This is an optimization exercise on Yosys and OpenROAD, whose aim is small area and a short achievable clock period, not a production implementation. Only simulation tests tie the RTL to the original design; equivalence was not proved. Power figures rest on the tool's default switching activity, not on a simulated workload.

== JK ==
Design mem_responder, start of the top module:
module mem_responder #(
  parameter int AW = mem_responder_pkg::DEFAULT_AW,
  parameter int DW = mem_responder_pkg::DEFAULT_DW
) (
  input  logic          clk,
  input  logic          rst,
  input  logic [DW-1:0] bus_in,
  input  logic          AR_load,
  input  logic          memory_WE,
  output logic [DW-1:0] mem_out,
  input  logic          ld_valid,
  input  logic [DW-1:0] ld_data,
  input  logic          ld_last,
  output logic          ld_ready,
  input  logic          ld_restart,
  output logic          cpu_hold,
  output logic [AW-1:0] dev_ptr
);
Size: about 4100 cells after synthesis, about 2100 flip-flops, ~41 I/O pins, ~84000 um2 of cells after synthesis.
Settings: LEC_CHECK=0, CAP_MARGIN=20, CORE_MARGIN=2, CORE_UTILIZATION=40, CTS_BUF_LIST=sky130_fd_sc_hd__clkbuf_8, SETUP_SLACK_MARGIN=3.5, SLEW_MARGIN=20; clock period 6.5 ns.
run.sh (not shown) runs the stock make flow with config.mk's settings and CLKGATE_MAP_FILE= SYNTH_SCRIPT=/design/flow/synth_recipe.tcl, a recipe that flattens the netlist after the stock synthesis.
JK has completed all stages; timing, DRC and antenna checks passed.
[inputs] MS vs JK
- CTS_CLUSTER_DIAMETER newly set to 60
- CTS_CLUSTER_SIZE newly set to 16
- SETUP_SLACK_MARGIN changed from 3.5 to 3.7
## What came out
Side by side, clock network power consumption turned out lower in MS than in JK.
In the tables for MS and JK, sequential portion of the cell area reads lower with JK.
Per the comparison of MS with JK, die outline width ~0 delta; power share of the clock group went down 9.0 points; sum of buffers and inverters on the critical path now larger.
Power density relative to cell area on MS is down relative to JK.
Comparing number of gates on the worst path with buffers counted for MS and JK, the bigger number came from MS.
The area of the placeable core of JK and that of MS are within noise of each other.
Setup changes, MS to AL
- swapping 3.7 for 3.9 in SETUP_SLACK_MARGIN
Findings:
- In AL, the met1 capacity usage during global routing came out 0.40 points above the value in MS.
- On non-clock buffer count: between MS and AL, it ends up higher for AL.
- Final area in AL vs MS: up about 0.7%
- Clock network power share ends up higher on MS.
- AL vs. MS: time the final worst path needs with I/O delays and setup went up by 0.032 ns.
- AL ends up with a number of cells on the critical path that is 1 higher than in MS.
Here is what was changed in the inputs of TR compared with AL.
- CTS_CLUSTER_SIZE: 16 -> 24
- SETUP_SLACK_MARGIN: 3.9 -> 3.5
- CTS_BUF_LIST: sky130_fd_sc_hd__clkbuf_8 -> sky130_fd_sc_hd__clkbuf_16
- CTS_CLUSTER_DIAMETER: 60 -> 80
- Every stage of the flow completed for TR, and the final layout passed the timing, DRC and antenna checks.
- Relative to AL, TR degrades total power.
- Global-route wire length before repair: TR vs AL down about 0.6%
- Looking at count of clock-buffer cells in the layout, TR sits 55 lower than AL does.
- From TR to AL, flip-flop and latch count did not move at all.
- After synthesis and placement, the instance count of TR is below that of AL.
- AL -> TR: total grt overflow delta 0, exact match
- | worst setup slack for register-to-register paths | TR vs AL | worse |
- From AL to TR the numbers moved as follows: non-clock buffer count now sits lower; setup slack at placement now sits higher.
- Run comparison: TR capture point of the critical path u_ram.r_cand[0][0]; AL capture point of the critical path u_ram.r_cand[0][4]
Input changes introduced in PW (baseline for comparison: TR):
- CTS_BUF_LIST: sky130_fd_sc_hd__clkbuf_16 -> sky130_fd_sc_hd__clkbuf_8
- CORE_UTILIZATION: 40 -> 50
- CTS_CLUSTER_SIZE: 24 -> unset
- CTS_CLUSTER_DIAMETER: 80 -> unset
Results
Min number of non-clock buffers across PW and TR: PW. Compared with TR, in PW total power now sits higher; top fanout value on the critical path now sits higher. [compare] base=TR new=PW: sequential portion of the cell area dropped 0.45 points, number of global-route vias before repair saw an increase. Overall die area ended up 42000 um2 lower on PW than on TR. For the maximum number of buffers from clock root to sink, PW came in 1 higher than TR did. Comparing PW and TR, the lower clock-cell share of area was measured on TR.

== build 51 ==
The RTL this note starts from:
==> flow/design.v <==
package mem_responder_pkg;
  localparam int DEFAULT_AW = 8;
  localparam int DEFAULT_DW = 8;
  localparam int DEFAULT_RK = 6;
  typedef enum logic {
    ST_LOAD = 1'b0,
    ST_RUN  = 1'b1
  } state_e;
endpackage
module ram_sp_async #(
  parameter int AW = 8,
  parameter int DW = 8,
  parameter int RK = 6
) (
  input  logic          clk,
  input  logic          i_we,
  input  logic [AW-1:0] i_waddr,
  input  logic [DW-1:0] i_wdata,
  input  logic          i_rzero,
  input  logic          i_rnew,
  input  logic [AW-1:0] i_raddr,
  input  logic [AW-1:0] i_raddr_n,
  output logic [DW-1:0] o_rdata
);
  localparam int NC = 2**(AW-RK);
  logic [DW-1:0] r_mem [2**AW];
  logic          r_pw_we;
  logic [AW-1:0] r_pw_addr;
  logic [DW-1:0] r_pw_data;
  logic [DW-1:0] r_cand [NC];
  logic [DW-1:0] w_cand [NC];
  logic          w_hit_pw;
  logic          w_hit_pw0;
  logic          w_hit_now;
  logic [NC-1:0] r_psel;
  logic [AW-1:0] w_raddr_next;
  logic [DW-1:0] w_rdata;
  always_ff @(posedge clk) begin
    r_pw_we   <= i_we;
    r_pw_addr <= i_waddr;
    r_pw_data <= i_wdata;
  end
  logic [2**AW-1:0] w_bwe;
  always_comb begin
    for (int a = 0; a < 2**AW; a++) begin
      w_bwe[a] = r_pw_we && (r_pw_addr == AW'(a));
    end
  end
  always_ff @(posedge clk) begin
    for (int a = 0; a < 2**AW; a++) begin
      if (w_bwe[a]) begin
        r_mem[a] <= r_pw_data;
      end
    end
  end
  logic [DW*(2**AW)-1:0] w_lvl [RK+1];
  always_comb begin
    for (int a = 0; a < 2**AW; a++) begin
      w_lvl[0][a*DW +: DW] = r_mem[a];
    end
    for (int l = 0; l < RK; l++) begin
      w_lvl[l+1] = '0;
      for (int i = 0; i < 2**(AW-l-1); i++) begin
        w_lvl[l+1][i*DW +: DW] = i_raddr_n[l] ? w_lvl[l][(2*i+1)*DW +: DW]
                                              : w_lvl[l][(2*i)*DW +: DW];
      end
    end
  end
  assign w_hit_pw  = r_pw_we && (r_pw_addr[RK-1:0] == i_raddr_n[RK-1:0]);
  assign w_hit_pw0 = r_pw_we && (r_pw_addr[RK-1:0] == '0);
  assign w_hit_now = i_we && (i_waddr[RK-1:0] == (i_rnew ? i_raddr_n[RK-1:0] : i_raddr[RK-1:0]));
  always_comb begin
    for (int j = 0; j < NC; j++) begin
      if (w_hit_now && ((int'(i_waddr) >> RK) == j)) begin
        w_cand[j] = i_wdata;
      end else if (i_rzero) begin
        if (w_hit_pw0 && ((int'(r_pw_addr) >> RK) == j)) begin
          w_cand[j] = r_pw_data;
        end else begin
          w_cand[j] = r_mem[j << RK];
        end
      end else if (!i_rnew) begin
        w_cand[j] = r_cand[j];
      end else if (w_hit_pw && ((int'(r_pw_addr) >> RK) == j)) begin
        w_cand[j] = r_pw_data;
      end else begin
        w_cand[j] = w_lvl[RK][j*DW +: DW];
      end
    end
  end
  always_ff @(posedge clk) begin
    for (int j = 0; j < NC; j++) begin
      r_cand[j] <= w_cand[j];
    end
  end
  assign w_raddr_next = i_rzero ? '0 : (i_rnew ? i_raddr_n : i_raddr);
  always_ff @(posedge clk) begin
    for (int j = 0; j < NC; j++) begin
      r_psel[j] <= ((int'(w_raddr_next) >> RK) == j);
    end
  end
  always_comb begin
    w_rdata = '0;
    for (int j = 0; j < NC; j++) begin
      w_rdata = w_rdata | (r_cand[j] & {DW{r_psel[j]}});
    end
  end
  assign o_rdata = w_rdata;
endmodule
module mem_responder #(
  parameter int AW = mem_responder_pkg::DEFAULT_AW,
  parameter int DW = mem_responder_pkg::DEFAULT_DW
) (
  input  logic          clk,
  input  logic          rst,
  input  logic [DW-1:0] bus_in,
  input  logic          AR_load,
  input  logic          memory_WE,
  output logic [DW-1:0] mem_out,
  input  logic          ld_valid,
  input  logic [DW-1:0] ld_data,
  input  logic          ld_last,
  output logic          ld_ready,
  input  logic          ld_restart,
  output logic          cpu_hold,
  output logic [AW-1:0] dev_ptr
);
  mem_responder_pkg::state_e r_state;
  mem_responder_pkg::state_e w_state_next;
  logic [AW-1:0] r_ptr;
  logic [AW-1:0] w_ptr_next;
  logic [AW-1:0] r_ar;
  logic [AW-1:0] w_ar_next;
  logic          w_we;
  logic [AW-1:0] w_waddr;
  logic [DW-1:0] w_wdata;
  logic          w_ar_new;
  logic [AW-1:0] w_raddr_new;
  logic          w_load;
  assign w_load = (r_state == mem_responder_pkg::ST_LOAD);
  always_ff @(posedge clk) begin
    if (!rst) begin
      r_state <= mem_responder_pkg::ST_LOAD;
      r_ptr   <= '0;
      r_ar    <= '0;
    end else begin
      r_state <= w_state_next;
      r_ptr   <= w_ptr_next;
      r_ar    <= w_ar_next;
    end
  end
  assign w_waddr = w_load ? r_ptr : r_ar;
  assign w_wdata = w_load ? ld_data : bus_in;
  assign w_we    = rst && !ld_restart && (w_load ? ld_valid : memory_WE);
  assign w_ar_new  = !w_load && !ld_restart && AR_load;
  assign w_ar_next = w_ar_new ? AW'(bus_in) : r_ar;
  always_comb begin
    w_state_next = r_state;
    w_ptr_next   = r_ptr;
    if (ld_restart) begin
      w_state_next = mem_responder_pkg::ST_LOAD;
      w_ptr_next   = '0;
    end else if (w_load && ld_valid) begin
      w_ptr_next = r_ptr + 1'b1;
      if (ld_last || (r_ptr == '1)) begin
        w_state_next = mem_responder_pkg::ST_RUN;
      end
    end
  end
  assign w_raddr_new = AW'(bus_in);
  ram_sp_async #(
    .AW(AW),
    .DW(DW),
    .RK(mem_responder_pkg::DEFAULT_RK)
  ) u_ram (
    .clk       (clk),
    .i_we      (w_we),
    .i_waddr   (w_waddr),
    .i_wdata   (w_wdata),
    .i_rzero   (!rst),
    .i_rnew    (w_ar_new),
    .i_raddr   (r_ar),
    .i_raddr_n (w_raddr_new),
    .o_rdata   (mem_out)
  );
  assign ld_ready = w_load;
  assign cpu_hold = w_load;
  assign dev_ptr  = r_ptr;
endmodule
==> flow/config.mk <==
export PLATFORM = sky130hd
export DESIGN_NAME = mem_responder
export DESIGN_NICKNAME = mem_responder
export VERILOG_FILES = /design/flow/design.v
export SDC_FILE = /design/flow/constraint.sdc
export NUM_CORES = 4
export LEC_CHECK = 0
export CAP_MARGIN = 20
export CORE_MARGIN = 2
export CORE_UTILIZATION = 40
export CTS_BUF_LIST = sky130_fd_sc_hd__clkbuf_8
export SETUP_SLACK_MARGIN = 4.2
export SLEW_MARGIN = 20
==> flow/constraint.sdc <==
create_clock -name core_clock -period 6.5 [get_ports {clk}]
set_input_delay 1.3000 -clock core_clock [delete_from_list [all_inputs] [get_ports {clk}]]
set_output_delay 1.3000 -clock core_clock [all_outputs]
set_load 0.01 [all_outputs]
#### Input delta (build 24 over build 51)
- changing SETUP_SLACK_MARGIN from 4.2 to 3.0
- setting ABC_CLOCK_PERIOD_IN_PS to 3000 for the first time
Findings:
- Comparing build 24 and build 51, the higher worst-case vdd ir drop was measured on build 51.
- Build 24 vs build 51, worst-skew pair later-pin latency went down by 0.09 ns.
- On clock network power, build 24 and build 51 are neck and neck.
- Build 51 reports its start point of the critical path as u_ram.r_cand[0][2] while build 24 reports u_ram.r_pw_addr[6].
- Build 24 vs build 51, maximum frequency went down by about 3%.
- Build 51 has a lower data arrival time of the critical path than build 24.
> inputs changed (build 24 -> build 16)
- a deleted ABC_CLOCK_PERIOD_IN_PS that had been 3000
- a change of SETUP_SLACK_MARGIN from 3.0 to 3.6
[summary]
Build 16 vs build 24, instance count: build 16 higher
Via count was lower in build 24 than in build 16.
Comparing build 24 and build 16, multi-input gate area in the final layout is higher on build 16.
Total stage count of the critical path: build 16 vs build 24 — no meaningful difference
Going from build 24 to build 16, placer congestion estimate moved down, total of fill cells in the finished design shrank by 428.

-- what the ideal ports hide --
Ports are ideal in the flow. The routed layouts listed here were re-timed in OpenROAD. Step 1 (the two cells are an assumption about what drives the block):
set clk [get_ports {clk}]
set_driving_cell -lib_cell sky130_fd_sc_hd__clkbuf_16 $clk
set_driving_cell -lib_cell sky130_fd_sc_hd__buf_2 [delete_from_list [all_inputs] $clk]
Step 2 adds t to the input delays and takes it off the output delays; t is the mean of the earliest and latest rising clock arrival at the registers after step 1. Input paths then give back, and output paths get back, about the clock's delay inside the block. a / b / c = no drivers / after step 1 / after step 2; a / b = the first two.
run	t (ns)	slack for setup (ns)	worst setup path after step 2	worst slew at a driven data input, ns
JK	1.082	3.281 / 3.103 / 2.021	input to register	0.36
MS	1.024	3.300 / 3.082 / 2.058	input to register	0.40
AL	1.040	3.268 / 3.023 / 1.983	input to register	0.36
TR	0.858	3.233 / 2.965 / 2.107	input to register	0.49
PW	1.089	3.137 / 2.998 / 1.909	input to register	0.36
build 51	1.156	3.040 / 2.953 / 2.172	input to register	0.34
build 24	1.087	2.933 / 2.915 / 1.828	input to register	0.22
build 16	1.114	3.093 / 3.012 / 2.201	input to register	0.42
After both steps every run listed still meets setup and hold. For AL, which loses most, drivers alone change the setup slack by -0.245 ns; drivers and shift together by -1.285 ns.
